Background: an optimization exercise with open tools, aiming at small area, a short achievable clock period and few clock cycles per item. Do not read the settings as production practice.
In this exercise RTL edits were held to simulation tests only and were not proved equivalent to the original.

[flow/run.sh]
#!/bin/bash
# The standard layout, with each port buffered by sky130_fd_sc_hd__buf_1
# instead of the delay-buffer cell buffer_ports picks by default.
set -euo pipefail
export BUFFER_PORTS_ARGS="-buffer_cell sky130_fd_sc_hd__buf_1"
bash standard.sh finish > flow_make.log 2>&1
[standard.sh]
#!/bin/bash
# synth_recipe.tcl (not shown) runs the flow's synth.tcl, then flattens the netlist and writes it again
# the make line also repeats each setting of config.mk as NAME=value (left out here)
make -C /OpenROAD-flow-scripts/flow DESIGN_CONFIG=/design/flow/config.mk WORK_HOME=/design/flow/orfs CLKGATE_MAP_FILE= SYNTH_SCRIPT=/design/flow/synth_recipe.tcl "${@:-finish}"
[config.mk]
export PLATFORM = sky130hd
export DESIGN_NAME = gcd_multilane
export DESIGN_NICKNAME = gcd_multilane
export VERILOG_FILES = /design/flow/design.v
export SDC_FILE = /design/flow/constraint.sdc
export NUM_CORES = 4
export LEC_CHECK = 0
export CAP_MARGIN = 20
export CORE_MARGIN = 2
export CORE_UTILIZATION = 40
export SETUP_SLACK_MARGIN = 4.3
export SLEW_MARGIN = 20
[constraint.sdc]
create_clock -name core_clock -period 8.0 [get_ports {clk_i}]
set_input_delay 1.6000 -clock core_clock [delete_from_list [all_inputs] [get_ports {clk_i}]]
set_output_delay 1.6000 -clock core_clock [all_outputs]
set_load 0.01 [all_outputs]
[design.v]
module gcd_multilane #(
    parameter int width_p = 32,
    parameter int els_p   = 4
) (
    input  logic                       clk_i,
    input  logic                       reset_i,
    input  logic [2*width_p-1:0]       data_i,
    input  logic                       v_i,
    output logic                       ready_o,
    output logic [width_p-1:0]         data_o,
    output logic                       v_o,
    input  logic                       yumi_i,
    output logic [$clog2(els_p+1)-1:0] count_o
);
    localparam int sh_w   = $clog2(width_p);
    localparam int max_sh = 7;
    function automatic logic [sh_w:0] ctz(input logic [width_p-1:0] x);
        logic [width_p-1:0]           v;
        logic [width_p-1:0][sh_w-1:0] c;
        for (int i = 0; i < width_p; i++) begin
            v[i] = x[i];
            c[i] = '0;
        end
        for (int l = 0; l < sh_w; l++) begin
            for (int i = 0; i < (width_p >> (l + 1)); i++) begin
                c[i] = v[2*i] ? c[2*i] : (c[2*i+1] | sh_w'(1 << l));
                v[i] = v[2*i] | v[2*i+1];
            end
        end
        ctz = {!v[0], c[0]};
    endfunction
    logic                busy_q;
    logic                first_q;    
    logic                fin_q;      
    logic [width_p-1:0]  a_q, b_q;
    logic [sh_w-1:0]     k_q;        
    logic                accept, retire, eq, found, k_zero, shift_a;
    assign eq      = (a_q == b_q);
    assign found   = eq && (a_q[0] || (a_q == '0));
    assign k_zero  = (k_q == '0);
    assign shift_a = !k_zero && fin_q;
    assign ready_o = !reset_i && !busy_q;
    assign v_o     = busy_q && k_zero && fin_q;
    assign data_o  = a_q;
    assign count_o = {{($clog2(els_p+1)-1){1'b0}}, busy_q};
    assign accept  = v_i && ready_o;
    assign retire  = yumi_i && v_o;
    logic [width_p-1:0]  g, p, gg, pp, g2, p2;
    logic [width_p-1:0]  diff, below, flip, a_step, b_step;
    logic [width_p+max_sh-1:0] ext;
    logic                neg, z_ab, over;
    logic [sh_w-1:0]     k_new;
    logic [max_sh:0]     x_lo;
    logic [2:0]          sh;
    always_comb begin
        g  = a_q & ~b_q;
        p  = ~(a_q ^ b_q);
        gg = g;
        pp = p;
        gg[0] = g[0] | p[0];      
        for (int l = 1; l < width_p; l = l * 2) begin
            g2 = gg;
            p2 = pp;
            for (int i = 0; i < width_p; i++) begin
                if ((i / l) % 2 == 1) begin
                    g2[i] = gg[i] | (pp[i] & gg[(i / l) * l - 1]);
                    p2[i] = pp[i] & pp[(i / l) * l - 1];
                end
            end
            gg = g2;
            pp = p2;
        end
        diff[0]  = ~p[0];
        below[0] = 1'b0;
        for (int i = 1; i < width_p; i++) begin
            diff[i]  = p[i] ^ gg[i-1];
            below[i] = ~pp[i-1];
        end
        neg  = ~gg[width_p-1];
        x_lo   = ~p[max_sh:0];
        sh     = 3'(ctz({{(width_p-max_sh-1){1'b0}}, x_lo}));
        over   = (x_lo == '0);
        for (int i = 0; i < width_p; i++) begin
            flip[i] = (i != 0) && (!over || (i + max_sh >= width_p) ||
                                   below[(i + max_sh) % width_p]);
        end
        ext    = {{max_sh{neg}}, diff} >> sh;
        b_step = ext[width_p-1:0] ^ ({width_p{neg}} & flip);
        if (!a_q[0])         a_step = b_q;
        else if (!b_q[0])    a_step = a_q;
        else if (neg)        a_step = a_q;
        else                 a_step = b_q;
        {z_ab, k_new} = ctz(a_q | b_q);
    end
    always_ff @(posedge clk_i) begin
        if (reset_i) begin
            busy_q <= 1'b0;
        end else if (accept) begin
            busy_q <= 1'b1;
        end else if (retire) begin
            busy_q <= 1'b0;
        end
    end
    always_ff @(posedge clk_i) begin
        if (accept) begin
            a_q     <= data_i[width_p-1:0];
            b_q     <= data_i[2*width_p-1:width_p];
            first_q <= 1'b1;
            fin_q   <= 1'b0;
            k_q     <= '0;
        end else begin
            if (shift_a) begin
                a_q <= a_q << 1;
            end else if (!fin_q) begin
                a_q <= a_step;
            end
            b_q     <= b_step;
            first_q <= 1'b0;
            fin_q   <= fin_q || found;
            if (first_q && !found) begin
                k_q <= z_ab ? '0 : k_new;
            end else if (shift_a) begin
                k_q <= k_q - 1'b1;
            end
        end
    end
endmodule
==> results of run 1 <==
## how the worst max path moves through the flow
stage	slack, ns	end	startpoint	cells past startpoint
after floorplan	4.41	a_q[10]	a_q[0]	12
after global placement	3.93	a_q[18]	a_q[0]	11
after detailed placement	3.88	a_q[19]	a_q[0]	11
after CTS	4.26	b_q[22]	a_q[0]	14
after global routing	4.24	b_q[24]	a_q[9]	13
final	4.39	b_q[19]	a_q[9]	13
## per-stage QoR
stage | std cells | utilization (%) | setup WS, ns
after floorplan | 1082 | - | 4.41
after global placement | 1396 | 43.7 | 3.93
after detailed placement | 1396 | 43.7 | 3.88
after CTS | 1430 | 47.4 | 4.26
after global routing | 1464 | 51.3 | 4.24
final | 1464 | 51.3 | 4.39
## kinds of logic (layout without fill, tap and decap cells)
| group | after synthesis | in the layout | synth area share (%) |
|---|---|---|---|
| muxes | 29 | 29 | 3.74 |
| buffers and inverters | 159 | 274 | 7.81 |
| other | 1 | 2 | 0.0471 |
| xor gates and xnor gates | 39 | 39 | 4.29 |
| adders and majority gates | 70 | 70 | 11.5 |
| AOI/OAI and AO/OA | 310 | 310 | 26.2 |
| DFF | 72 | 72 | 22.1 |
| and+or+nand+nor | 401 | 403 | 24.3 |
## synthesized netlist by cell type (all sizes together), types with 9 or more instances
| library cell | n | share of area [%] |
|---|---|---|
| o211ai | 9 | 0.85 |
| edfxtp | 32 | 12 |
| xnor2 | 26 | 2.9 |
| clkbuf | 46 | 2.2 |
| nand2b | 13 | 1.0 |
| dfxtp | 40 | 10 |
| nor2 | 103 | 4.9 |
| o21ai | 85 | 5.3 |
| nor2b | 11 | 0.86 |
| o31ai | 16 | 1.6 |
| ha | 65 | 10 |
| a21oi | 88 | 5.6 |
| nand2 | 121 | 5.7 |
| buf | 18 | 1.1 |
| inv | 95 | 4.5 |
| nand4 | 14 | 1.1 |
| nor3 | 40 | 2.6 |
| nor4 | 25 | 2.1 |
| a31oi | 11 | 0.94 |
| mux2i | 23 | 2.9 |
| xor2 | 13 | 1.4 |
| nand3 | 27 | 1.7 |
## state kept, by name, summed over array words and instances (netlist names)
name / cells
busy_q: 1
fin_q: 1
a_q: 32
first_q: 1
k_q: 5
b_q: 32
## repair_timing
item	CTS	global route
endpoints found under the hold margin	0	0
resized for setup	41	102
setup endpoints to repair	65	83
gates cloned	1	3
setup buffers	17	31
pin swaps	5	45
## area by class of cell
| type | count | area (um2) | share of cell area, % |
|---|---|---|---|
| Multi-Input combinational cell | 853 | 6310 | 63.0 |
| Sequential cell | 72 | 1760 | 17.6 |
| Timing Repair Buffer | 163 | 921 | 9.19 |
| Inverter | 95 | 362 | 3.61 |
| Tap cell | 265 | 332 | 3.31 |
| Clock buffer | 9 | 225 | 2.25 |
| Clock inverter | 7 | 104 | 1.04 |
## worst register-to-register path: stages, from the launching register on
cell and delay [ns]:
edfxtp_1 0.43, inv_1 0.11, ha_2 0.34, nor3b_2 0.33, o311ai_4 0.15, a31oi_4 0.36, nor2_4 0.10, buf_4 0.16
o311ai_1 0.31, xnor2_1 0.20, a221o_1 0.45, o22a_1 0.26, xnor2_1 0.19, a21oi_1 0.08
## per-layer routing
| layer | up-vias | global-route usage (%) | wire, um |
|---|---|---|---|
| li1 | 4123 | - | - |
| met1 | 4063 | 36.5 | 13300 |
| met2 | 375 | 44.5 | 13800 |
| met3 | 60 | 2.96 | 1850 |
| met4 | 0 | 7.99 | 856 |
| met5 | - | 0 | 0 |
==> flow_summary.yaml, run 1 <==
status:
  status: "no timing/DRC/antenna violations"
final_layout:
  final_cell_mix: "119 x nand2_1, 102 x buf_1, 97 x nor2_1"
  syn2layout_area_growth_pct: 25.8
  fin_area_um2: 10000
  drive_above_1_share_pct: 17.4
  layout_commonest_cell: "nand2_1"
  antenna-diode-count: 0
  fillerInstances: 1989
  fin_nets: 1332
critical_path:
  critPathLaunchType: "flip-flop"
  path_max_fanout: 7
  slowest_stage: "a221o_1"
  r2r_cells: 13
  rr_startpoint: "a_q[9]"
  r2r_end: "b_q[19]"
  criticalPathCategory: "flip-flop to flip-flop"
  slowest_delay_ns: 0.45
  required_ns: 8.23
  cpMostUsedCell: "xnor2_1"
  ff2ff_setup_slack_ns: 4.39
  path_cells: "inv_1, ha_2, nor3b_2, o311ai_4, a31oi_4, nor2_4, buf_4, o311ai_1, xnor2_1, a221o_1, o22a_1, xnor2_1, a21oi_1"
  critPathCaptureType: "flip-flop"
  cp_num_buf_inv: 2
  crit_arrival_ns: 3.84
  critical-path-top-delay-family: "compound AO/OA/AOI/OAI gates"
sta:
  whs_ns: 0.510
  slew_headroom_pct: 25.5
  finalHoldViolations: 0
  post-route-period-util_pct: 45.1
  finalSetupTns_ns: 0
  drv_slew: 0
  fmax_mhz: 277
  fin_crit_ns: 3.61
  worstMarginPinSlew_ns: 1.11
  skew_ns: 0.0113
  grt_setup_unrepaired: "true"
  setup-violations-final: 0
synth:
  syn_avg_cell_area_um2: 7.37
  synth_edf_count: 32
  async_reset_ff_share_pct: 0
  synthCells: 1081
  yosysSeqAreaShare_pct: 22.1
  yosysUniqueCellTypes: 86
  synth_seq_cells: 72
  ys_warn_count: 1
  ys_dominant_reg_cell: "dfxtp_1"
  netlist_area_um2: 7970
die:
  fp.dieH_um: 145
  num_rows: 51
  start_util_pct: 40.8
  die-area_um2: 21100
  core_um2: 19500
  fp.dieW_um: 145
  num_io_pins: 105
worst_hold_path:
  min_to: "busy_q"
  hp-start: "busy_q"
  hold_depth: 2
  hp-class: "flip-flop to flip-flop"
route:
  vias: 8621
  via_per_inst: 5.89
  drc_errors: 0
  ant_nets: 0
  drtPass1Iterations: 7
  drtIter0Drc: 798
  wl_per_cell_um: 20.3
  wl_mm: 29.8
global_routing:
  antenna_found_initial: 0
  overflow: 0
  grt_pass1_vias: 8011
  grt_pass1_wl_mm: 44.8
  grt_usage_pct: 26.7
  grt_max_degree: 64
clock_tree:
  holdBufCountCts: 0
  cts_made_buffers: 9
  cts_buffer_depth: 2
  cts-htree-levels: 3
  clk_pin_slew_ns: 0.07
  clkLatencyLatePin_ns: 0.36
  cts_sinks: 72
  cts_tree: "done"
  cts_root_buffer: "clkbuf_16"
place:
  dp_hpwl_mm: 21.1
  gp_congestion: 0.990
  place_area_um2: 8530
  numPortBuffers: 102
run:
  cap_violations: 0
Testbench counts, summed over its fixed seeds: cycles 40,892, items 1,920.
==> inputs of run 2 (changes only) <==
--- a/config.mk
+++ b/config.mk
@@ -8,5 +8,6 @@
 export CAP_MARGIN = 20
 export CORE_MARGIN = 2
 export CORE_UTILIZATION = 40
-export SETUP_SLACK_MARGIN = 4.3
+export CTS_BUF_LIST = sky130_fd_sc_hd__clkbuf_4 sky130_fd_sc_hd__clkbuf_8
+export SETUP_SLACK_MARGIN = 4.0
 export SLEW_MARGIN = 20
==> flow_summary.yaml, run 2 <==
final_layout:
  final_cell_mix: "120 x nand2_1, 102 x buf_1, 100 x nor2_1"
  drive_above_1_share_pct: 9.61
  antenna-diode-count: 0
  syn2layout_area_growth_pct: 14.2
  final_util_pct: 46.6
  reg.largest.list: "a_q x32, b_q x32, k_q x5"
  layout_commonest_cell: "nand2_1"
  fin_nets: 1298
route:
  wl_met2_mm: 12.3
  via_per_inst: 5.78
  ant_nets: 0
  drtPass1Iterations: 6
  vias: 8259
  wl_mm: 27.5
  drtIter0Drc: 763
  top_layer: "met4"
  drc_errors: 0
  m1WireLength_mm: 12.6
  wl_met3_mm: 1.77
  wl_per_cell_um: 19.2
global_routing:
  grt_pass1_wl_mm: 42.0
  grt_pass1_vias: 7630
  overflow: 0
  antenna_found_initial: 0
  grt_max_degree: 71
  grt_usage_pct: 25.0
critical_path:
  slowest_stage: "o41a_4"
  path_cells: "inv_2, ha_1, fa_2, nor3_2, o31a_1, o41a_4, nor2_4, inv_2, fa_1, xnor2_2, nand2_1, nor4bb_4, a21oi_1, mux2i_1, xnor2_1, o21ai_0"
  critPathCaptureType: "flip-flop"
  slowest_delay_ns: 0.54
  critPathLaunchType: "flip-flop"
  cp_num_buf_inv: 2
  cpMostUsedCell: "inv_2"
  crit_arrival_ns: 4.15
  path_max_fanout: 5
  required_ns: 8.25
  criticalPathCategory: "flip-flop to flip-flop"
  critical-path-top-delay-family: "compound AO/OA/AOI/OAI gates"
die:
  die-area_um2: 21100
  fp.dieH_um: 145
  num_io_pins: 105
  fp.dieW_um: 145
  num_rows: 51
  core_um2: 19500
  start_util_pct: 40.8
sta:
  setup-violations-final: 0
  skew_ns: 0.0103
  post-route-period-util_pct: 48.8
  grt_setup_unrepaired: "true"
  finalWorstSetupSlack_ns: 4.10
  fin_crit_ns: 3.90
  drv_slew: 0
  finalHoldViolations: 0
  fmax_mhz: 256
  worstMarginPinSlew_ns: 1.19
  finalSetupTns_ns: 0
  slew_headroom_pct: 20.0
clock_tree:
  cts-htree-levels: 3
  clk_pin_slew_ns: 0.09
  cts_sinks: 72
  cts_tree: "done"
  clkLatencyLatePin_ns: 0.39
  holdBufCountCts: 0
  cts_buffer_depth: 2
  cts_made_buffers: 9
  cts_root_buffer: "clkbuf_8"
synth:
  async_reset_ff_share_pct: 0
  yosysUniqueCellTypes: 86
  synth_area_leaders: "edfxtp_1 12%, ha_1 10%, dfxtp_1 10%, nand2_1 5.7%, a21oi_1 5.5%"
  yosys.area.top_type: "edfxtp_1"
  synthCells: 1081
  ys_warn_count: 1
  ys_top_cells_by_count: "121 x nand2_1, 102 x nor2_1, 94 x inv_1, 87 x a21oi_1, 76 x o21ai_0"
  syn_avg_cell_area_um2: 7.37
  netlist_area_um2: 7970
  ys_dominant_reg_cell: "dfxtp_1"
  synth_edf_count: 32
  yosysSeqAreaShare_pct: 22.1
  synth_seq_cells: 72
  synth_top_area_share_pct: 12.1
  yosysMostFrequentCell: "nand2_1"
place:
  dp_hpwl_mm: 20.4
  pre_cts_ws_ns: 3.71
  numPortBuffers: 102
  gp_congestion: 0.935
worst_hold_path:
  hp-class: "flip-flop to flip-flop"
status:
  status: "no timing/DRC/antenna violations"
run:
  cap_violations: 0
run 2: cell types whose count changed in the layout (fill, tap and decap cells not counted), moves of 9 or more:
cell,previous run,this run
ha_2,14,1
ha_1,47,63
buf_4,51,27
clkbuf_8,0,9
clkbuf_16,10,0
run 2: kinds of logic after synthesis:
logic type,share of synthesized area (%)
fa+ha+maj,11.5
simple gates,24.3
mux,3.74
buf+inv,7.81
flops,22.1
xor+xnor,4.29
compound gates,26.2
other cells,0.0471
run 2: cell type report:
type	instances	area, um2
fillers	2052	10400
multi-input cells	852	5820
flip-flops and latches	72	1760
repair buffers	130	606
inverters	95	358
well taps	265	332
clock buffers	9	124
clock inverters	7	93.8
run 2: per-stage QoR:
| stage | cell area (um2) | hold WS, ns | std cells |
|---|---|---|---|
| after floorplan | 7970 | 0.461 | 1082 |
| after CTS | 8790 | 0.526 | 1413 |
| final | 9090 | 0.519 | 1430 |
| after global routing | 9090 | 0.541 | 1430 |
| after global placement | 8530 | 0.488 | 1397 |
| after detailed placement | 8530 | 0.513 | 1397 |
run 2: routing by layer:
layer  global-route usage [%]  vias to the layer above
met1                     34.2                     3832
met5                        0                        -
li1                         -                     4052
met2                     39.8                      330
met3                     4.40                       45
met4                     8.77                        0
run 2: worst paths after layout:
check | endpoint | cells after the start | slack (ns) | startpoint
setup / recovery | b_q[13] | 16 | 4.10 | a_q[0]
hold / removal | busy_q | 2 | 0.52 | busy_q
setup reg to reg | b_q[13] | 16 | 4.10 | a_q[0]
hold reg to reg | busy_q | 2 | 0.52 | busy_q
run 2: worst register-to-register path: stages, from the launching register on:
cell      delay [ns]
edfxtp_1        0.43
inv_2           0.13
ha_1            0.18
fa_2            0.22
nor3_2          0.06
o31a_1          0.34
o41a_4          0.54
nor2_4          0.18
inv_2           0.10
fa_1            0.42
xnor2_2         0.26
nand2_1         0.10
nor4bb_4        0.19
a21oi_1         0.17
mux2i_1         0.11
xnor2_1         0.23
o21ai_0         0.11
run 2: what timing repair did:
action / 4_1_cts / 5_1_grt
pin swaps: 0 / 10
cloned: 0 / 1
setup buffers: 0 / 16
setup endpoints to repair: 35 / 59
endpoints found under the hold margin: 0 / 0
resized for setup: 7 / 31
==> inputs of run 3 (changes only) <==
--- a/config.mk
+++ b/config.mk
@@ -7,7 +7,7 @@
 export LEC_CHECK = 0
 export CAP_MARGIN = 20
 export CORE_MARGIN = 2
-export CORE_UTILIZATION = 40
+export CORE_UTILIZATION = 50
 export CTS_BUF_LIST = sky130_fd_sc_hd__clkbuf_4 sky130_fd_sc_hd__clkbuf_8
 export SETUP_SLACK_MARGIN = 4.0
 export SLEW_MARGIN = 20
==> flow_summary.yaml, run 3 <==
run:
  cap_violations: 0
synth:
  ys_top_cells_by_count: "121 x nand2_1, 102 x nor2_1, 94 x inv_1, 87 x a21oi_1, 76 x o21ai_0"
  syn_avg_cell_area_um2: 7.37
  synth_top_area_share_pct: 12.1
  synth_edf_count: 32
  yosys.area.top_type: "edfxtp_1"
  synth-simple-area-share_pct: 24.3
  synth_area_leaders: "edfxtp_1 12%, ha_1 10%, dfxtp_1 10%, nand2_1 5.7%, a21oi_1 5.5%"
  yosysSeqAreaShare_pct: 22.1
  synth_fa_ha_area_share_pct: 11.5
  ys_dominant_reg_cell: "dfxtp_1"
  ys_warn_count: 1
  synth_seq_cells: 72
  synth_xor_area_share_pct: 4.29
  yosysUniqueCellTypes: 86
  synth_top_family_by_area: "compound AO/OA/AOI/OAI gates"
  yosysMostFrequentCell: "nand2_1"
  async_reset_ff_share_pct: 0
  netlist_area_um2: 7970
  synthMuxAreaShare_pct: 3.74
  synthCells: 1081
  synth_compound_area_share_pct: 26.2
sta:
  setup-violations-final: 0
  finalHoldViolations: 0
  fin_crit_ns: 3.91
  slew_headroom_pct: 37.3
  skew_ns: 0.0146
  worstMarginPinSlew_ns: 0.933
  fmax_mhz: 255
  post-route-period-util_pct: 48.9
  grt_setup_unrepaired: "true"
  finalSetupTns_ns: 0
  drv_slew: 0
final_layout:
  drive_above_1_share_pct: 8.75
  seq_area_um2: 1760
  reg.largest.list: "a_q x32, b_q x32, k_q x5"
  fillerInstances: 1592
  fin_nets: 1287
  layout_commonest_cell: "nand2_1"
  multi_input_area_um2: 5830
  syn2layout_area_growth_pct: 12.2
  antenna-diode-count: 0
  final_cell_mix: "121 x nand2_1, 102 x buf_1, 99 x nor2_1"
route:
  drtIter0Drc: 932
  drtPass1Iterations: 6
  vias: 8334
  wl_mm: 28.0
  wl_per_cell_um: 20.4
  drc_errors: 0
  ant_nets: 0
  via_per_inst: 6.08
critical_path:
  crit_arrival_ns: 4.17
  required_ns: 8.25
  critPathCaptureType: "flip-flop"
  criticalPathCategory: "flip-flop to flip-flop"
  critPathLaunchType: "flip-flop"
  path_max_fanout: 6
place:
  dp_hpwl_mm: 21.1
  gp_congestion: 0.971
  numPortBuffers: 102
die:
  fp.dieW_um: 130
  start_util_pct: 50.7
  die-area_um2: 17000
  fp.dieH_um: 130
  num_io_pins: 105
  core_um2: 15700
  num_rows: 46
clock_tree:
  cts_buffer_depth: 2
  clkLatencyLatePin_ns: 0.39
  holdBufCountCts: 0
  cts_tree: "done"
  cts-htree-levels: 3
  cts_root_buffer: "clkbuf_8"
  cts_made_buffers: 9
  clk_pin_slew_ns: 0.08
  cts_sinks: 72
global_routing:
  grt_pass1_wl_mm: 41.8
  antenna_found_initial: 0
  grt_pass1_vias: 7371
  grt_usage_pct: 32.5
  overflow: 0
  grt_max_degree: 71
status:
  status: "no timing/DRC/antenna violations"
worst_hold_path:
  hp-class: "flip-flop to flip-flop"
## run 3: cell counts after synthesis
No cell type changed its count.
## run 3: stage by stage
stage	hold slack [ns]	worst slack (ns)	std cells	instance area [um2]	utilization (%)
after floorplan	0.461	4.27	1082	7970	-
after global placement	0.491	3.80	1348	8470	53.9
after detailed placement	0.491	3.67	1348	8470	53.9
after CTS	0.508	4.00	1364	8740	55.6
after global routing	0.540	3.94	1370	8930	56.9
final	0.504	4.09	1370	8930	56.9
## run 3: final timing paths
path | startpoint | to | slack, ns | cells after the start
worst max-delay path | a_q[0] | b_q[19] | 4.09 | 13
worst max register to register | a_q[0] | b_q[19] | 4.09 | 13
worst min register to register | busy_q | busy_q | 0.50 | 2
worst min-delay path | busy_q | busy_q | 0.50 | 2
## run 3: worst max-delay path: stages (launching register included)
cell and delay, ns:
edfxtp_1 0.44, inv_2 0.13, ha_1 0.17, fa_1 0.23
nor3_2 0.07, o31a_1 0.34, o41ai_4 0.61, a21oi_1 0.27
or3_1 0.40, a31oi_1 0.28, a221o_1 0.32, o22a_1 0.23
xnor2_1 0.18, a21oi_1 0.10
## run 3: cell families (layout without fill, tap and decap cells)
logic type	count (synthesis)	after routing
AO/OA/AOI/OAI	310	310
XOR/XNOR	39	39
adder cells (fa/ha/maj)	70	70
buffers and inverters	159	230
flip-flops	72	72
multiplexers	29	29
other	1	2
AND/OR/NAND/NOR	401	402
## run 3: area by class of cell
cell class | instances | share of cell area [%]
timing repair buffer | 119 | 5.76
clock inverter | 7 | 0.882
sequential | 72 | 19.7
clock buffer | 9 | 1.39
inverter | 95 | 4.01
tap | 216 | 3.03
multi-input combinational | 852 | 65.2
## run 3: repair_timing
action,4_1_cts,5_1_grt
cloned,0,1
pin swaps,0,8
setup buffers,0,5
gates resized for setup,9,32
hold endpoints to repair,0,0
setup endpoints to repair,38,61
## run 3: per-layer routing
| metal | vias up | global-route usage [%] | share of wire [%] |
|---|---|---|---|
| met4 | 0 | 10.9 | 3.4 |
| met3 | 74 | 4.55 | 7.1 |
| met1 | 3802 | 44.5 | 44 |
| met5 | - | 0 | 0 |
| met2 | 422 | 52.8 | 46 |
| li1 | 4036 | - | - |
==> inputs of run 4 (changes only) <==
--- a/config.mk
+++ b/config.mk
@@ -7,7 +7,7 @@
 export LEC_CHECK = 0
 export CAP_MARGIN = 20
 export CORE_MARGIN = 2
-export CORE_UTILIZATION = 50
+export CORE_UTILIZATION = 55
 export CTS_BUF_LIST = sky130_fd_sc_hd__clkbuf_4 sky130_fd_sc_hd__clkbuf_8
 export SETUP_SLACK_MARGIN = 4.0
 export SLEW_MARGIN = 20
==> flow_summary.yaml, run 4 <==
status:
  status: "no timing/DRC/antenna violations"
critical_path:
  cpMostUsedCell: "o21ai_0"
  slowest_delay_ns: 0.50
  cp_num_buf_inv: 1
  critPathCaptureType: "flip-flop"
  slowest_stage: "a2111oi_4"
  criticalPathCategory: "flip-flop to flip-flop"
  required_ns: 8.24
  crit_arrival_ns: 4.14
  path_cells: "inv_1, ha_1, nor3b_1, o31a_1, o21ai_0, nand2_1, a2111oi_4, o21ba_2, o21ai_0, xnor2_1, o21ai_0"
  rr_startpoint: "a_q[17]"
  critical-path-top-delay-family: "compound AO/OA/AOI/OAI gates"
  critPathLaunchType: "flip-flop"
  path_max_fanout: 14
  ff2ff_setup_slack_ns: 4.10
  r2r_end: "b_q[10]"
  r2r_cells: 11
route:
  vias: 8509
  wl_per_cell_um: 20.8
  ant_nets: 0
  wl_mm: 27.7
  drtIter0Drc: 904
  via_per_inst: 6.39
  drtPass1Iterations: 6
  drc_errors: 0
synth:
  yosys.area.top_type: "edfxtp_1"
  synth_area_leaders: "edfxtp_1 12%, ha_1 10%, dfxtp_1 10%, nand2_1 5.7%, a21oi_1 5.5%"
  netlist_area_um2: 7970
  syn_avg_cell_area_um2: 7.37
  yosysUniqueCellTypes: 86
  synthCells: 1081
  ys_warn_count: 1
  synth_edf_count: 32
  synth_seq_cells: 72
  yosysSeqAreaShare_pct: 22.1
  yosysMostFrequentCell: "nand2_1"
  ys_top_cells_by_count: "121 x nand2_1, 102 x nor2_1, 94 x inv_1, 87 x a21oi_1, 76 x o21ai_0"
  synth_top_area_share_pct: 12.1
  async_reset_ff_share_pct: 0
  ys_dominant_reg_cell: "dfxtp_1"
final_layout:
  drive_above_1_share_pct: 8.33
  finalNonFillerCells: 1332
  syn2layout_area_growth_pct: 11.0
  layout_commonest_cell: "nand2_1"
  fin_nets: 1285
  final_util_pct: 63.2
  reg.largest.list: "a_q x32, b_q x32, k_q x5"
  final_cell_mix: "121 x nand2_1, 102 x buf_1, 99 x nor2_1"
  antenna-diode-count: 0
  fillerInstances: 1353
die:
  fp.dieW_um: 124
  die-area_um2: 15500
  num_io_pins: 105
  fp.dieH_um: 124
  num_rows: 43
  start_util_pct: 56.9
  core_um2: 14000
clock_tree:
  cts_sinks: 72
  cts_tree: "done"
  clkLatencyLatePin_ns: 0.40
  cts-htree-levels: 3
  cts_made_buffers: 9
  clk_pin_slew_ns: 0.09
  cts_buffer_depth: 2
  cts_root_buffer: "clkbuf_8"
worst_hold_path:
  hp-class: "flip-flop to flip-flop"
  hold_depth: 2
  hp-start: "busy_q"
  min_to: "busy_q"
sta:
  worstMarginPinSlew_ns: 0.965
  finalSetupTns_ns: 0
  finalHoldViolations: 0
  setup-violations-final: 0
  fin_crit_ns: 3.90
  drv_slew: 0
  grt_setup_unrepaired: "true"
  skew_ns: 0.0248
  fmax_mhz: 256
  slew_headroom_pct: 35.7
  post-route-period-util_pct: 48.8
global_routing:
  busiest_layer: "met2"
  antenna_found_initial: 0
  met1_usage_pct: 46.2
  grt_usage_pct: 34.6
  grt_max_degree: 106
  overflow: 0
  gr-usage-met2_pct: 55.8
  grt_pass1_wl_mm: 42.8
  grt_use_met3_pct: 5.67
  grt_pass1_vias: 7797
run:
  cap_violations: 0
place:
  numPortBuffers: 102
  dp_cells: 1311
  gp_congestion: 0.961
  dp_hpwl_mm: 20.5
## run 4: layer usage
metal	wire, um	share of wire [%]
met1	11700	42
met2	12500	45
met3	2300	8.3
met4	1180	4.3
met5	0	0
## run 4: layout make-up
cell class / count / area (um2) / share of cell area, %
timing repair buffer: 117 / 495 / 5.60
clock inverter: 7 / 77.6 / 0.877
clock buffer: 9 / 124 / 1.40
tap: 180 / 225 / 2.55
sequential: 72 / 1760 / 19.9
multi-input combinational: 852 / 5800 / 65.6
inverter: 95 / 358 / 4.05
## run 4: worst max-delay path by stage
stage / slack, ns / endpoint / start / cells past startpoint
global placement: 3.80 / a_q[22] / a_q[0] / 11
detailed placement: 3.75 / a_q[16] / a_q[0] / 11
floorplan: 4.27 / a_q[10] / a_q[0] / 12
finish: 4.10 / b_q[10] / a_q[17] / 11
CTS: 4.00 / b_q[23] / a_q[16] / 11
global route: 3.92 / b_q[17] / a_q[3] / 15
## run 4: stage by stage
stage	setup slack (ns)	hold WS, ns	area, um2
finish	4.10	0.509	8840
global route	3.92	0.570	8840
CTS	4.00	0.512	8660
detailed placement	3.75	0.500	8420
global placement	3.80	0.499	8420
floorplan	4.27	0.461	7970
## run 4: worst register-to-register path: stages (launching register included)
cell and delay [ns]:
edfxtp_1 0.47, inv_1 0.10, ha_1 0.46, nor3b_1 0.15, o31a_1 0.33, o21ai_0 0.28
nand2_1 0.32, a2111oi_4 0.51, o21ba_2 0.46, o21ai_0 0.20, xnor2_1 0.37, o21ai_0 0.12
## run 4: cell families after synthesis
group | after synthesis | synth area share [%]
compound gates | 310 | 26.2
xor+xnor | 39 | 4.29
fa+ha+maj | 70 | 11.5
buf+inv | 159 | 7.81
flops | 72 | 22.1
mux | 29 | 3.74
other cells | 1 | 0.0471
simple gates | 401 | 24.3
## run 4: repair_timing
action,CTS,global route
pin swaps,0,5
gates cloned,0,1
endpoints found under the hold margin,0,0
setup buffers,0,4
gates resized for setup,4,33
hold buffers,0,0
setup endpoints to repair,33,63
==> inputs of run 5 (changes only) <==
--- a/config.mk
+++ b/config.mk
@@ -7,7 +7,8 @@
 export LEC_CHECK = 0
 export CAP_MARGIN = 20
 export CORE_MARGIN = 2
-export CORE_UTILIZATION = 55
+export CORE_UTILIZATION = 60
 export CTS_BUF_LIST = sky130_fd_sc_hd__clkbuf_4 sky130_fd_sc_hd__clkbuf_8
 export SETUP_SLACK_MARGIN = 4.0
 export SLEW_MARGIN = 20
+export TNS_END_PERCENT = 5
==> flow_summary.yaml, run 5 <==
synth:
  synth_compound_area_share_pct: 26.2
  async_reset_ff_share_pct: 0
  yosysSeqAreaShare_pct: 22.1
  netlist_area_um2: 7970
  yosys.area.top_type: "edfxtp_1"
  synth_edf_count: 32
  syn_avg_cell_area_um2: 7.37
  synthMuxAreaShare_pct: 3.74
  synth-simple-area-share_pct: 24.3
  synth_area_leaders: "edfxtp_1 12%, ha_1 10%, dfxtp_1 10%, nand2_1 5.7%, a21oi_1 5.5%"
  synthCells: 1081
  synth_xor_area_share_pct: 4.29
  synth_seq_cells: 72
  yosysUniqueCellTypes: 86
  yosysMostFrequentCell: "nand2_1"
  ys_dominant_reg_cell: "dfxtp_1"
  synth_top_family_by_area: "compound AO/OA/AOI/OAI gates"
  synth_fa_ha_area_share_pct: 11.5
  synth_top_area_share_pct: 12.1
  ys_top_cells_by_count: "121 x nand2_1, 102 x nor2_1, 94 x inv_1, 87 x a21oi_1, 76 x o21ai_0"
  ys_warn_count: 1
clock_tree:
  clk_pin_slew_ns: 0.09
  cts_made_buffers: 9
  cts_sinks: 72
  cts_tree: "done"
  clkLatencyLatePin_ns: 0.39
  cts_buffer_depth: 2
  cts-htree-levels: 3
  cts_root_buffer: "clkbuf_8"
place:
  place_area_um2: 8420
  dp_hpwl_mm: 19.1
  gp_congestion: 1.01
  numPortBuffers: 102
  dp_cells: 1308
global_routing:
  overflow: 0
  grt_max_degree: 71
  grt_pass1_wl_mm: 39.9
  grt_pass1_vias: 7547
  antenna_found_initial: 0
  grt_usage_pct: 35.6
sta:
  worstMarginPinSlew_ns: 0.983
  grt_setup_unrepaired: "true"
  finalSetupTns_ns: 0
  fin_crit_ns: 3.95
  fmax_mhz: 253
  skew_ns: 0.0181
  finalHoldViolations: 0
  post-route-period-util_pct: 49.4
  setup-violations-final: 0
  drv_slew: 0
  slew_headroom_pct: 34.0
route:
  drtIter0Drc: 957
  vias: 8392
  wl_per_cell_um: 19.8
  ant_nets: 0
  drc_errors: 0
  via_per_inst: 6.32
  wl_mm: 26.2
  drtPass1Iterations: 6
die:
  num_io_pins: 105
  num_rows: 42
  die-area_um2: 14200
  start_util_pct: 60.9
  fp.dieH_um: 119
  core_um2: 13100
  fp.dieW_um: 119
final_layout:
  fillerInstances: 1221
  fin_area_um2: 8830
  multi_input_area_um2: 5790
  fin_nets: 1285
  antenna-diode-count: 0
  final_cell_mix: "120 x nand2_1, 102 x buf_1, 101 x nor2_1"
  reg.largest.list: "a_q x32, b_q x32, k_q x5"
  drive_above_1_share_pct: 7.99
  syn2layout_area_growth_pct: 10.8
  seq_area_um2: 1760
  layout_commonest_cell: "nand2_1"
  finalNonFillerCells: 1328
critical_path:
  slowest_stage: "o41a_4"
  criticalPathCategory: "flip-flop to flip-flop"
  required_ns: 8.24
  critPathLaunchType: "flip-flop"
  slowest_delay_ns: 0.53
  path_cells: "inv_1, ha_1, nor3_2, o31a_1, o41a_4, nor2_4, inv_2, fa_1, xnor2_2, nand2_1, nor4bb_4, a211oi_2, o21bai_1, xnor2_1, a21oi_1"
  ff2ff_setup_slack_ns: 4.05
  path_max_fanout: 8
  critPathCaptureType: "flip-flop"
  crit_arrival_ns: 4.19
worst_hold_path:
  hp-class: "flip-flop to flip-flop"
run:
  cap_violations: 0
status:
  status: "no timing/DRC/antenna violations"
-- run 5: cell count changes in the layout (fill, tap and decap cells not counted), moves of 2 or more --
cell / previous run / this run
a221oi_1: 7 / 5
clkinv_2: 3 / 1
nor4_4: 3 / 1
nor4_2: 2 / 4
a221oi_2: 1 / 3
o21ai_0: 73 / 75
or4_4: 3 / 1
inv_6: 2 / 0
nor2_1: 99 / 101
clkbuf_4: 0 / 2
or4_1: 3 / 5
-- run 5: cells by family after synthesis --
logic type               count (synthesis)
AND/OR/NAND/NOR                        401
buffers and inverters                  159
other                                    1
XOR/XNOR                                39
adder cells (fa/ha/maj)                 70
AO/OA/AOI/OAI                          310
multiplexers                            29
flip-flops                              72
-- run 5: per-stage QoR --
step                      setup WS [ns]  hold WS [ns]  utilization, %
after floorplan                    4.27         0.461               -
after global placement             3.88         0.492            64.4
after detailed placement           3.82         0.498            64.4
after CTS                          3.87         0.509            66.0
after global routing               3.91         0.543            67.5
final                              4.05         0.514            67.5
-- run 5: critical path: cells and delay by family (launching register included) --
kind            cells  cell delay [ns]
buf+inv             2             0.22
fa+ha+maj           2             0.76
flops               1             0.47
compound gates      5             1.28
simple gates        4             0.57
xor+xnor            2             0.49
-- run 5: worst paths after layout --
kind          start  endpoint  cells after the start
max          a_q[2]   b_q[17]                     15
min          busy_q    busy_q                      2
max reg2reg  a_q[2]   b_q[17]                     15
min reg2reg  busy_q    busy_q                      2
-- run 5: per-layer routing --
metal	vias to the layer above	global-route usage (%)	routed length [um]
met4	0	13.8	1080
met3	96	7.18	2290
met2	436	56.5	11900
met1	3824	47.7	11000
li1	4036	-	-
met5	-	0	0
-- run 5: repair_timing --
| item | in CTS | in global routing |
|---|---|---|
| pin swaps | 0 | 5 |
| hold endpoints to repair | 0 | 0 |
| gates cloned | 0 | 1 |
| setup buffers | 0 | 3 |
| hold buffers | 0 | 0 |
| resized for setup | 1 | 27 |
| setup endpoints to repair | 32 | 60 |
-- run 5: final cells by class --
type | instances | share of cell area [%]
Timing Repair Buffer | 117 | 5.61
Clock buffer | 12 | 1.73
Multi-Input combinational cell | 852 | 65.6
Sequential cell | 72 | 20.0
Tap cell | 176 | 2.50
Clock inverter | 4 | 0.595
Inverter | 95 | 4.05
==> inputs of run 6 (changes only) <==
--- a/config.mk
+++ b/config.mk
@@ -5,10 +5,10 @@
 export SDC_FILE = /design/flow/constraint.sdc
 export NUM_CORES = 4
 export LEC_CHECK = 0
+export ABC_CLOCK_PERIOD_IN_PS = 4000
 export CAP_MARGIN = 20
 export CORE_MARGIN = 2
 export CORE_UTILIZATION = 60
 export CTS_BUF_LIST = sky130_fd_sc_hd__clkbuf_4 sky130_fd_sc_hd__clkbuf_8
 export SETUP_SLACK_MARGIN = 4.0
 export SLEW_MARGIN = 20
-export TNS_END_PERCENT = 5
==> flow_summary.yaml, run 6 <==
global_routing:
  antenna_found_initial: 0
  overflow: 0
  grt_pass1_wl_mm: 39.9
  grt_max_degree: 71
  grt_pass1_vias: 7548
  grt_usage_pct: 35.7
critical_path:
  crit_arrival_ns: 4.17
  cpMostUsedCell: "inv_2"
  criticalPathCategory: "flip-flop to flip-flop"
  required_ns: 8.24
  critPathLaunchType: "flip-flop"
  critPathCaptureType: "flip-flop"
  path_cells: "inv_2, ha_1, fa_2, nor3_2, o31a_1, o41a_4, nor2_4, inv_2, fa_1, xnor2_2, nand2_1, nor4bb_4, a211oi_2, o21bai_1, xnor2_1, a21oi_1"
  path_max_fanout: 8
  slowest_delay_ns: 0.57
  slowest_stage: "o41a_4"
route:
  drtPass1Iterations: 8
  via_per_inst: 6.34
  wl_mm: 26.3
  ant_nets: 0
  drtIter0Drc: 909
  vias: 8457
  drc_errors: 0
  wl_per_cell_um: 19.8
final_layout:
  finalNonFillerCells: 1333
  layout_commonest_cell: "nand2_1"
  drive_above_1_share_pct: 8.82
  syn2layout_area_growth_pct: 11.9
  reg.largest.list: "a_q x32, b_q x32, k_q x5"
  fin_nets: 1290
  fillerInstances: 1208
  antenna-diode-count: 0
  final_cell_mix: "120 x nand2_1, 102 x buf_1, 101 x nor2_1"
clock_tree:
  clkLatencyLatePin_ns: 0.39
  cts_root_buffer: "clkbuf_8"
  clk_pin_slew_ns: 0.09
  cts-htree-levels: 3
  cts_buffer_depth: 2
  cts_tree: "done"
  cts_made_buffers: 9
  cts_sinks: 72
die:
  fp.dieW_um: 119
  start_util_pct: 60.9
  fp.dieH_um: 119
  die-area_um2: 14200
  num_rows: 42
  num_io_pins: 105
  core_um2: 13100
synth:
  synth_top_area_share_pct: 12.1
  ys_warn_count: 1
  synth_area_leaders: "edfxtp_1 12%, ha_1 10%, dfxtp_1 10%, nand2_1 5.7%, a21oi_1 5.5%"
  yosys.area.top_type: "edfxtp_1"
  ys_top_cells_by_count: "121 x nand2_1, 102 x nor2_1, 94 x inv_1, 87 x a21oi_1, 76 x o21ai_0"
  synth_seq_cells: 72
  yosysSeqAreaShare_pct: 22.1
  async_reset_ff_share_pct: 0
  synthCells: 1081
  netlist_area_um2: 7970
  yosysUniqueCellTypes: 86
  syn_avg_cell_area_um2: 7.37
  ys_dominant_reg_cell: "dfxtp_1"
  yosysMostFrequentCell: "nand2_1"
  synth_edf_count: 32
sta:
  finalHoldViolations: 0
  skew_ns: 0.0195
  slew_headroom_pct: 36.3
  post-route-period-util_pct: 49.2
  whs_ns: 0.517
  fmax_mhz: 254
  grt_setup_unrepaired: "false"
  fin_crit_ns: 3.94
  setup-violations-final: 0
  finalSetupTns_ns: 0
  drv_slew: 0
  worstMarginPinSlew_ns: 0.948
place:
  dp_hpwl_mm: 19.1
  dp_cells: 1308
  gp_congestion: 1.01
  numPortBuffers: 102
worst_hold_path:
  hp-class: "flip-flop to flip-flop"
status:
  status: "no timing/DRC/antenna violations"
run:
  cap_violations: 0
run 6: metal layers:
metal | share of wire [%] | track usage (%) | routed length (um)
met2 | 45 | 56.5 | 11800
met4 | 4.6 | 14.2 | 1220
met1 | 42 | 47.6 | 11000
met3 | 8.9 | 7.38 | 2340
met5 | 0 | 0 | 0
run 6: worst paths after layout:
| check | start | end | depth (start not counted) | slack (ns) |
|---|---|---|---|---|
| max | a_q[0] | b_q[17] | 16 | 4.06 |
| max reg2reg | a_q[0] | b_q[17] | 16 | 4.06 |
| min | busy_q | busy_q | 2 | 0.52 |
| min reg2reg | busy_q | busy_q | 2 | 0.52 |
run 6: timing repair:
action                                  CTS  global route
gates resized for setup                   2            33
setup buffers                             0             8
endpoints found under the hold margin     0             0
hold buffers                              0             0
pin swaps                                 0             7
endpoints found under the setup margin   32            60
gates cloned                              0             1
run 6: logic make-up after synthesis:
logic type	Yosys count	share of synthesized area, %
AND/OR/NAND/NOR	401	24.3
AO/OA/AOI/OAI	310	26.2
flip-flops	72	22.1
adder cells (fa/ha/maj)	70	11.5
multiplexers	29	3.74
buffers and inverters	159	7.81
other	1	0.0471
XOR/XNOR	39	4.29
run 6: critical path: cells and delay by family (launching register included):
kind                     cells  cell delay [ns]
buffers and inverters        2             0.21
AO/OA/AOI/OAI                5             1.37
XOR/XNOR                     2             0.46
adder cells (fa/ha/maj)      3             0.82
AND/OR/NAND/NOR              4             0.50
flip-flops                   1             0.43
run 6: through the flow:
step	setup WS, ns	util (%)	instance area, um2
4_1_cts	4.00	66.1	8640
5_1_grt	3.91	68.1	8910
2_1_floorplan	4.27	-	7970
6_report	4.06	68.1	8910
3_5_place_dp	3.82	64.4	8420
3_3_place_gp	3.88	64.4	8420
run 6: cell type report:
class,count,area (um2),share of cell area [%]
multi-input cells,852,5820,65.3
flip-flops and latches,72,1760,19.8
repair buffers,122,546,6.12
inverters,95,358,4.02
well taps,176,220,2.47
clock buffers,12,153,1.71
clock inverters,4,52.6,0.590
==> inputs of run 7 (changes only) <==
--- a/config.mk
+++ b/config.mk
@@ -5,10 +5,9 @@
 export SDC_FILE = /design/flow/constraint.sdc
 export NUM_CORES = 4
 export LEC_CHECK = 0
-export ABC_CLOCK_PERIOD_IN_PS = 4000
-export CAP_MARGIN = 20
+export CAP_MARGIN = 5
 export CORE_MARGIN = 2
 export CORE_UTILIZATION = 60
 export CTS_BUF_LIST = sky130_fd_sc_hd__clkbuf_4 sky130_fd_sc_hd__clkbuf_8
 export SETUP_SLACK_MARGIN = 4.0
-export SLEW_MARGIN = 20
+export SLEW_MARGIN = 5
==> flow_summary.yaml, run 7 <==
clock_tree:
  clk_pin_slew_ns: 0.09
  holdBufCountCts: 0
  cts-htree-levels: 3
  cts_buffer_depth: 2
  cts_made_buffers: 9
  cts_sinks: 72
  clkLatencyLatePin_ns: 0.39
  cts_root_buffer: "clkbuf_8"
  cts_tree: "done"
critical_path:
  critPathLaunchType: "flip-flop"
  critPathLaunch: "a_q[0]"
  required_ns: 8.24
  slowest_delay_ns: 0.57
  critPathCaptureType: "flip-flop"
  criticalPathCategory: "flip-flop to flip-flop"
  path_cells: "inv_2, ha_1, fa_2, nor3_2, o31a_1, o41a_4, nor2_4, inv_2, fa_1, xnor2_2, nand2_1, nor4bb_4, a211oi_2, o21bai_1, xnor2_1, a21oi_1"
  cp_num_buf_inv: 2
  rr_startpoint: "a_q[0]"
  slowest_stage: "o41a_4"
  cpMostUsedCell: "inv_2"
  crit_arrival_ns: 4.17
  path_max_fanout: 8
  critical-path-top-delay-family: "compound AO/OA/AOI/OAI gates"
sta:
  drv_slew: 0
  skew_ns: 0.0195
  fin_crit_ns: 3.94
  fmax_mhz: 254
  finalHoldViolations: 0
  slew_headroom_pct: 36.3
  setup-violations-final: 0
  post-route-period-util_pct: 49.2
  grt_setup_unrepaired: "false"
  worstMarginPinSlew_ns: 0.948
  finalSetupTns_ns: 0
synth:
  synthCells: 1081
  synth_seq_cells: 72
  yosysMostFrequentCell: "nand2_1"
  yosysUniqueCellTypes: 86
  yosys.area.top_type: "edfxtp_1"
  synth_edf_count: 32
  async_reset_ff_share_pct: 0
  syn_avg_cell_area_um2: 7.37
  synth_area_leaders: "edfxtp_1 12%, ha_1 10%, dfxtp_1 10%, nand2_1 5.7%, a21oi_1 5.5%"
  yosysSeqAreaShare_pct: 22.1
  ys_warn_count: 1
  netlist_area_um2: 7970
  ys_dominant_reg_cell: "dfxtp_1"
  ys_top_cells_by_count: "121 x nand2_1, 102 x nor2_1, 94 x inv_1, 87 x a21oi_1, 76 x o21ai_0"
  synth_top_area_share_pct: 12.1
route:
  drc_errors: 0
  drtIter0Drc: 909
  drtPass1Iterations: 8
  wl_mm: 26.3
  vias: 8457
  wl_per_cell_um: 19.8
  via_per_inst: 6.34
  ant_nets: 0
place:
  gp_congestion: 1.01
  numPortBuffers: 102
  place_area_um2: 8420
  dp_hpwl_mm: 19.1
final_layout:
  drive_above_1_share_pct: 8.82
  syn2layout_area_growth_pct: 11.9
  fillerInstances: 1208
  antenna-diode-count: 0
  reg.largest.list: "a_q x32, b_q x32, k_q x5"
  fin_area_um2: 8910
  final_cell_mix: "120 x nand2_1, 102 x buf_1, 101 x nor2_1"
  fin_nets: 1290
  layout_commonest_cell: "nand2_1"
run:
  cap_violations: 0
global_routing:
  grt_pass1_wl_mm: 39.9
  overflow: 0
  antenna_found_initial: 0
  grt_usage_pct: 35.7
  grt_max_degree: 71
  grt_pass1_vias: 7548
worst_hold_path:
  hp-start: "busy_q"
  hp-class: "flip-flop to flip-flop"
die:
  fp.dieH_um: 119
  fp.dieW_um: 119
  start_util_pct: 60.9
  core_um2: 13100
  die-area_um2: 14200
  num_rows: 42
  num_io_pins: 105
status:
  status: "no timing/DRC/antenna violations"
## run 7: tightest hold or removal path, delay by kind of cell (launching register included)
| kind | cells | cell delay, ns |
|---|---|---|
| flops | 1 | 0.35 |
| simple gates | 2 | 0.14 |
## run 7: area by class of cell
type	instances	area [um2]	area share (%)
Tap cell	176	220	2.47
Multi-Input combinational cell	852	5820	65.3
Timing Repair Buffer	122	546	6.12
Clock buffer	12	153	1.71
Clock inverter	4	52.6	0.590
Sequential cell	72	1760	19.8
Inverter	95	358	4.02
## run 7: kinds of logic (layout without fill, tap and decap cells)
logic type      Yosys count  count (layout)  share of synthesized area [%]
fa+ha+maj                70              70                           11.5
flops                    72              72                           22.1
other cells               1               2                         0.0471
simple gates            401             402                           24.3
xor+xnor                 39              39                           4.29
compound gates          310             310                           26.2
buf+inv                 159             233                           7.81
mux                      29              29                           3.74
## run 7: metal layers
| layer | vias up | part of all wire (%) | global-route usage, % |
|---|---|---|---|
| met5 | - | 0 | 0 |
| met4 | 0 | 4.6 | 14.2 |
| met3 | 104 | 8.9 | 7.38 |
| met2 | 456 | 45 | 56.5 |
| met1 | 3847 | 42 | 47.6 |
| li1 | 4050 | - | - |
## run 7: metrics by stage
| step | hold slack, ns | cells | util [%] | worst slack [ns] |
|---|---|---|---|---|
| after floorplan | 0.461 | 1082 | - | 4.27 |
| after global placement | 0.492 | 1308 | 64.4 | 3.88 |
| after detailed placement | 0.498 | 1308 | 64.4 | 3.82 |
| after CTS | 0.509 | 1324 | 66.1 | 4.00 |
| after global routing | 0.543 | 1333 | 68.1 | 3.91 |
| final | 0.517 | 1333 | 68.1 | 4.06 |
## run 7: repair_timing
item / CTS / global route
endpoints found under the hold margin: 0 / 0
setup endpoints to repair: 32 / 60
resized for setup: 2 / 33
setup buffers: 0 / 8
pin swaps: 0 / 7
cloned: 0 / 1
## run 7: path summary, 6_finish.rpt
| check | end | slack, ns | cells after the start |
|---|---|---|---|
| min reg2reg | busy_q | 0.52 | 2 |
| min | busy_q | 0.52 | 2 |
| max | b_q[17] | 4.06 | 16 |
| max reg2reg | b_q[17] | 4.06 | 16 |
==> inputs of run 8 (changes only) <==
--- a/config.mk
+++ b/config.mk
@@ -5,9 +5,9 @@
 export SDC_FILE = /design/flow/constraint.sdc
 export NUM_CORES = 4
 export LEC_CHECK = 0
-export CAP_MARGIN = 5
+export CAP_MARGIN = 20
 export CORE_MARGIN = 2
 export CORE_UTILIZATION = 60
 export CTS_BUF_LIST = sky130_fd_sc_hd__clkbuf_4 sky130_fd_sc_hd__clkbuf_8
-export SETUP_SLACK_MARGIN = 4.0
-export SLEW_MARGIN = 5
+export SETUP_SLACK_MARGIN = 4.3
+export SLEW_MARGIN = 20
==> flow_summary.yaml, run 8 <==
run:
  cap_violations: 0
place:
  numPortBuffers: 102
  gp_congestion: 0.944
  place_area_um2: 8420
  dp_hpwl_mm: 19.0
synth:
  synth_top_family_by_area: "compound AO/OA/AOI/OAI gates"
  synth_top_area_share_pct: 12.1
  yosys.area.top_type: "edfxtp_1"
  synth_fa_ha_area_share_pct: 11.5
  synth-simple-area-share_pct: 24.3
  ys_top_cells_by_count: "121 x nand2_1, 102 x nor2_1, 94 x inv_1, 87 x a21oi_1, 76 x o21ai_0"
  ys_dominant_reg_cell: "dfxtp_1"
  yosysMostFrequentCell: "nand2_1"
  async_reset_ff_share_pct: 0
  yosysSeqAreaShare_pct: 22.1
  synth_edf_count: 32
  synth_compound_area_share_pct: 26.2
  synth_seq_cells: 72
  synthCells: 1081
  ys_warn_count: 1
  syn_avg_cell_area_um2: 7.37
  synth_area_leaders: "edfxtp_1 12%, ha_1 10%, dfxtp_1 10%, nand2_1 5.7%, a21oi_1 5.5%"
  synthMuxAreaShare_pct: 3.74
  yosysUniqueCellTypes: 86
  netlist_area_um2: 7970
  synth_xor_area_share_pct: 4.29
clock_tree:
  clk_pin_slew_ns: 0.08
  clkLatencyLatePin_ns: 0.40
  cts_buffer_depth: 2
  cts_made_buffers: 9
  cts-htree-levels: 3
  cts_root_buffer: "clkbuf_8"
  cts_tree: "done"
  cts_sinks: 72
critical_path:
  critPathCaptureType: "flip-flop"
  critPathLaunchType: "flip-flop"
  r2r_end: "b_q[27]"
  criticalPathCategory: "flip-flop to flip-flop"
  r2r_cells: 13
  required_ns: 8.25
  path_max_fanout: 7
  rr_startpoint: "a_q[13]"
  crit_arrival_ns: 3.94
  ff2ff_setup_slack_ns: 4.31
route:
  drtPass1Iterations: 7
  via_per_inst: 6.36
  ant_nets: 0
  wl_per_cell_um: 19.5
  drtIter0Drc: 1028
  wl_mm: 26.6
  vias: 8654
  drc_errors: 0
die:
  die-area_um2: 14200
  start_util_pct: 60.9
  num_io_pins: 105
  core_um2: 13100
  fp.dieH_um: 119
  num_rows: 42
  fp.dieW_um: 119
sta:
  finalHoldViolations: 0
  grt_setup_unrepaired: "true"
  post-route-period-util_pct: 46.1
  setup-violations-final: 0
  skew_ns: 0.0231
  slew_headroom_pct: 23.0
  drv_slew: 0
  fmax_mhz: 271
  fin_crit_ns: 3.69
  finalSetupTns_ns: 0
  worstMarginPinSlew_ns: 1.15
worst_hold_path:
  hold_depth: 2
  hp-start: "busy_q"
  min_to: "busy_q"
  hp-class: "flip-flop to flip-flop"
final_layout:
  final_cell_mix: "119 x nand2_1, 102 x buf_1, 98 x nor2_1"
  reg.largest.list: "a_q x32, b_q x32, k_q x5"
  syn2layout_area_growth_pct: 19.5
  drive_above_1_share_pct: 15.7
  fin_nets: 1318
  fillerInstances: 1132
  layout_commonest_cell: "nand2_1"
  antenna-diode-count: 0
  fin_area_um2: 9520
global_routing:
  grt_pass1_wl_mm: 40.7
  grt_usage_pct: 36.3
  grt_max_degree: 72
  overflow: 0
  grt_pass1_vias: 7727
  antenna_found_initial: 0
status:
  status: "no timing/DRC/antenna violations"
-- run 8: logic make-up (layout without fill, tap and decap cells) --
group                      after synthesis  after routing
AOI/OAI and AO/OA                      310            310
adders and majority gates               70             70
DFF                                     72             72
muxes                                   29             29
and+or+nand+nor                        401            402
xor gates and xnor gates                39             39
other                                    1              2
buffers and inverters                  159            261
-- run 8: stage by stage --
step                      hold slack [ns]  util (%)  setup WS, ns  cells
after floorplan                     0.461         -          4.41   1082
after global placement              0.492      64.4          3.73   1307
after detailed placement            0.503      64.4          3.74   1307
after CTS                           0.516      68.9          4.26   1340
after global routing                0.536      72.7          4.18   1361
final                               0.518      72.7          4.31   1361
-- run 8: how the worst max path moves through the flow --
stage               startpoint       to  slack [ns]  depth (start not counted)
floorplan               a_q[0]  a_q[10]        4.41                         12
global placement       a_q[12]  b_q[22]        3.73                         12
detailed placement      a_q[0]  b_q[22]        3.74                         13
CTS                     a_q[0]  b_q[22]        4.26                         14
global route            a_q[2]  b_q[24]        4.18                          9
finish                 a_q[13]  b_q[27]        4.31                         13
-- run 8: final cells by class --
cell class | instances | area [um2] | share of cell area (%)
Clock buffer | 13 | 166 | 1.75
Multi-Input combinational cell | 852 | 6200 | 65.1
Timing Repair Buffer | 150 | 769 | 8.08
Tap cell | 176 | 220 | 2.31
Inverter | 95 | 362 | 3.80
Sequential cell | 72 | 1760 | 18.5
Clock inverter | 3 | 42.5 | 0.447
-- run 8: per-layer routing --
metal / part of all wire (%) / vias to the layer above / GRT usage, %
li1: - / 4115 / -
met1: 42 / 4009 / 48.9
met2: 45 / 432 / 58.9
met3: 8.0 / 98 / 5.17
met4: 4.4 / 0 / 14.1
met5: 0 / - / 0
-- run 8: timing repair --
item / 4_1_cts / 5_1_grt
buffers inserted: 16 / 20
cloned: 1 / 1
pin swaps: 8 / 31
endpoints found under the setup margin: 59 / 64
hold buffers: 0 / 0
resized for setup: 42 / 74
-- run 8: critical path, cell delays in order (launching register included) --
cell and delay [ns]:
edfxtp_1 0.46, inv_1 0.13, ha_2 0.35, nor3_4 0.30, nand2_1 0.18, a31oi_4 0.33, buf_4 0.18, o21ai_4 0.08
a2111oi_4 0.38, nor4_1 0.12, o21bai_2 0.27, o32ai_1 0.27, o32ai_1 0.13, a31oi_1 0.35
==> inputs of run 9 (changes only) <==
--- a/config.mk
+++ b/config.mk
@@ -7,7 +7,8 @@
 export LEC_CHECK = 0
 export CAP_MARGIN = 20
 export CORE_MARGIN = 2
-export CORE_UTILIZATION = 60
+export CORE_UTILIZATION = 62
 export CTS_BUF_LIST = sky130_fd_sc_hd__clkbuf_4 sky130_fd_sc_hd__clkbuf_8
-export SETUP_SLACK_MARGIN = 4.3
+export PLACE_DENSITY = 0.8
+export SETUP_SLACK_MARGIN = 4.0
 export SLEW_MARGIN = 20
==> flow_summary.yaml, run 9 <==
status:
  status: "no timing/DRC/antenna violations"
synth:
  synth_top_family_by_area: "compound AO/OA/AOI/OAI gates"
  yosysUniqueCellTypes: 86
  synthMuxAreaShare_pct: 3.74
  synth_area_leaders: "edfxtp_1 12%, ha_1 10%, dfxtp_1 10%, nand2_1 5.7%, a21oi_1 5.5%"
  synth-simple-area-share_pct: 24.3
  ys_dominant_reg_cell: "dfxtp_1"
  yosys.area.top_type: "edfxtp_1"
  syn_avg_cell_area_um2: 7.37
  yosysMostFrequentCell: "nand2_1"
  yosysSeqAreaShare_pct: 22.1
  synth_fa_ha_area_share_pct: 11.5
  synthCells: 1081
  async_reset_ff_share_pct: 0
  synth_compound_area_share_pct: 26.2
  ys_warn_count: 1
  synth_edf_count: 32
  netlist_area_um2: 7970
  synth_top_area_share_pct: 12.1
  synth_seq_cells: 72
  synth_xor_area_share_pct: 4.29
  ys_top_cells_by_count: "121 x nand2_1, 102 x nor2_1, 94 x inv_1, 87 x a21oi_1, 76 x o21ai_0"
clock_tree:
  cts_buffer_depth: 2
  cts_tree: "done"
  holdBufCountCts: 0
  cts-htree-levels: 3
  clkLatencyLatePin_ns: 0.41
  cts_sinks: 72
  cts_made_buffers: 9
  clk_pin_slew_ns: 0.09
  cts_root_buffer: "clkbuf_8"
route:
  via_per_inst: 6.50
  vias: 8680
  drtPass1Iterations: 8
  wl_per_cell_um: 19.6
  wl_mm: 26.2
  ant_nets: 0
  drc_errors: 0
  drtIter0Drc: 1079
sta:
  finalHoldViolations: 0
  grt_setup_unrepaired: "true"
  finalSetupTns_ns: 0
  drv_slew: 0
  skew_ns: 0.0176
  slew_headroom_pct: 25.8
  setup-violations-final: 0
  worstMarginPinSlew_ns: 1.10
  fmax_mhz: 252
  fin_crit_ns: 3.96
  post-route-period-util_pct: 49.5
final_layout:
  drive_above_1_share_pct: 9.46
  layout_commonest_cell: "nand2_1"
  finalNonFillerCells: 1335
  final_cell_mix: "120 x nand2_1, 102 x buf_1, 99 x nor2_1"
  reg.largest.list: "a_q x32, b_q x32, k_q x5"
  antenna-diode-count: 0
  fin_nets: 1296
  syn2layout_area_growth_pct: 12.5
critical_path:
  critPathLaunch: "a_q[17]"
  required_ns: 8.28
  path_max_fanout: 7
  rr_startpoint: "a_q[17]"
  critPathCaptureType: "flip-flop"
  critPathLaunchType: "flip-flop"
  criticalPathCategory: "flip-flop to flip-flop"
  crit_arrival_ns: 4.24
global_routing:
  overflow: 0
  grt_max_degree: 71
  grt_usage_pct: 36.7
  antenna_found_initial: 0
  grt_pass1_vias: 7797
  grt_pass1_wl_mm: 40.7
die:
  die-area_um2: 13800
  num_rows: 41
  fp.dieW_um: 117
  core_um2: 12600
  start_util_pct: 63.4
  num_io_pins: 105
  fp.dieH_um: 117
place:
  dp_cells: 1304
  numPortBuffers: 102
  gp_congestion: 0.991
  dp_hpwl_mm: 18.9
worst_hold_path:
  hp-class: "flip-flop to flip-flop"
  hp-start: "busy_q"
run:
  cap_violations: 0
## run 9: cell count changes in the layout (fill, tap and decap cells not counted), moves of 3 or more
cell | previous run | this run
buf_4 | 44 | 26
ha_1 | 47 | 64
ha_2 | 16 | 1
nor3_1 | 31 | 34
nor4_1 | 17 | 20
o21ai_0 | 72 | 75
or4_1 | 1 | 5
or4_4 | 5 | 1
## run 9: critical path: stages (launching register included)
cell and delay, ns:
edfxtp_1 0.43, inv_1 0.09, ha_1 0.43, or4_1 0.77, nor2_4 0.26, o21ai_1 0.22
a2111oi_2 0.44, nor4_1 0.10, o21bai_2 0.26, mux2_2 0.31, nor4b_1 0.16, nor4_2 0.37
## run 9: area by class of cell
class | count | area [um2]
multi-input cells | 852 | 5830
repair buffers | 128 | 578
well taps | 172 | 215
inverters | 95 | 358
clock inverters | 7 | 95.1
fillers | 1094 | 3610
flip-flops and latches | 72 | 1760
clock buffers | 9 | 124
## run 9: repair_timing
action / in CTS / in global routing
pin swaps: 0 / 5
buffers inserted: 0 / 14
resized for setup: 3 / 35
setup endpoints to repair: 32 / 64
cloned: 0 / 1
## run 9: kinds of logic (layout without fill, tap and decap cells)
group                    after synthesis  count (layout)
AO/OA/AOI/OAI                        310             310
other                                  1               2
flip-flops                            72              72
multiplexers                          29              29
XOR/XNOR                              39              39
AND/OR/NAND/NOR                      401             402
buffers and inverters                159             239
adder cells (fa/ha/maj)               70              70
## run 9: final timing paths
path	cells past startpoint	endpoint	slack, ns
worst max register to register	11	b_q[23]	4.04
worst min-delay path	2	busy_q	0.53
worst max-delay path	11	b_q[23]	4.04
worst min register to register	2	busy_q	0.53
## run 9: routing by layer
metal | vias up | part of all wire, % | GRT usage [%]
met2 | 534 | 45 | 57.8
met4 | 0 | 4.5 | 17.1
met5 | - | 0 | 0
met1 | 4011 | 41 | 49.3
met3 | 84 | 10 | 5.98
li1 | 4051 | - | -
## run 9: metrics by stage
step                      util (%)  cell area [um2]  hold slack [ns]  setup WS (ns)
final                         71.3             8960            0.527           4.04
after global placement        67.0             8420            0.493           3.76
after floorplan                  -             7970            0.461           4.27
after global routing          71.3             8960            0.561           3.89
after CTS                     68.9             8660            0.523           3.98
after detailed placement      67.0             8420            0.511           3.69

==> port drivers added, routing unchanged <==
No port has a modelled driver above. Below, the same layouts with a new extraction and two added sets of constraints. Step 1, drivers: a clkbuf_16 drives clk_i and a buf_2 each remaining input, both assumed. Step 2 also shifts input and output timing later by t, the mid clock arrival at the registers, as if the neighbouring blocks saw the same clock. Slacks: ideal / step 1 / step 2; pairs: ideal / step 1.
| run | shift t [ns] | setup WS [ns] | worst setup path after step 2 |
|---|---|---|---|
| run 1 | 0.402 | 4.391 / 4.391 / 4.243 | input to register |
| run 2 | 0.424 | 4.097 / 4.097 / 3.894 | input to register |
| run 3 | 0.428 | 4.086 / 4.086 / 3.855 | input to register |
| run 4 | 0.427 | 4.098 / 4.098 / 4.098 | register to register |
| run 5 | 0.422 | 4.050 / 4.050 / 3.975 | input to register |
| run 6 | 0.424 | 4.065 / 4.065 / 3.999 | input to register |
| run 7 | 0.424 | 4.065 / 4.065 / 3.999 | input to register |
| run 8 | 0.430 | 4.314 / 4.314 / 4.106 | input to register |
| run 9 | 0.440 | 4.039 / 4.039 / 3.926 | input to register |
After both steps setup and hold are still met in every run listed. For run 3, which loses most, drivers alone change the setup slack by 0.000 ns; drivers and shift together by -0.231 ns.
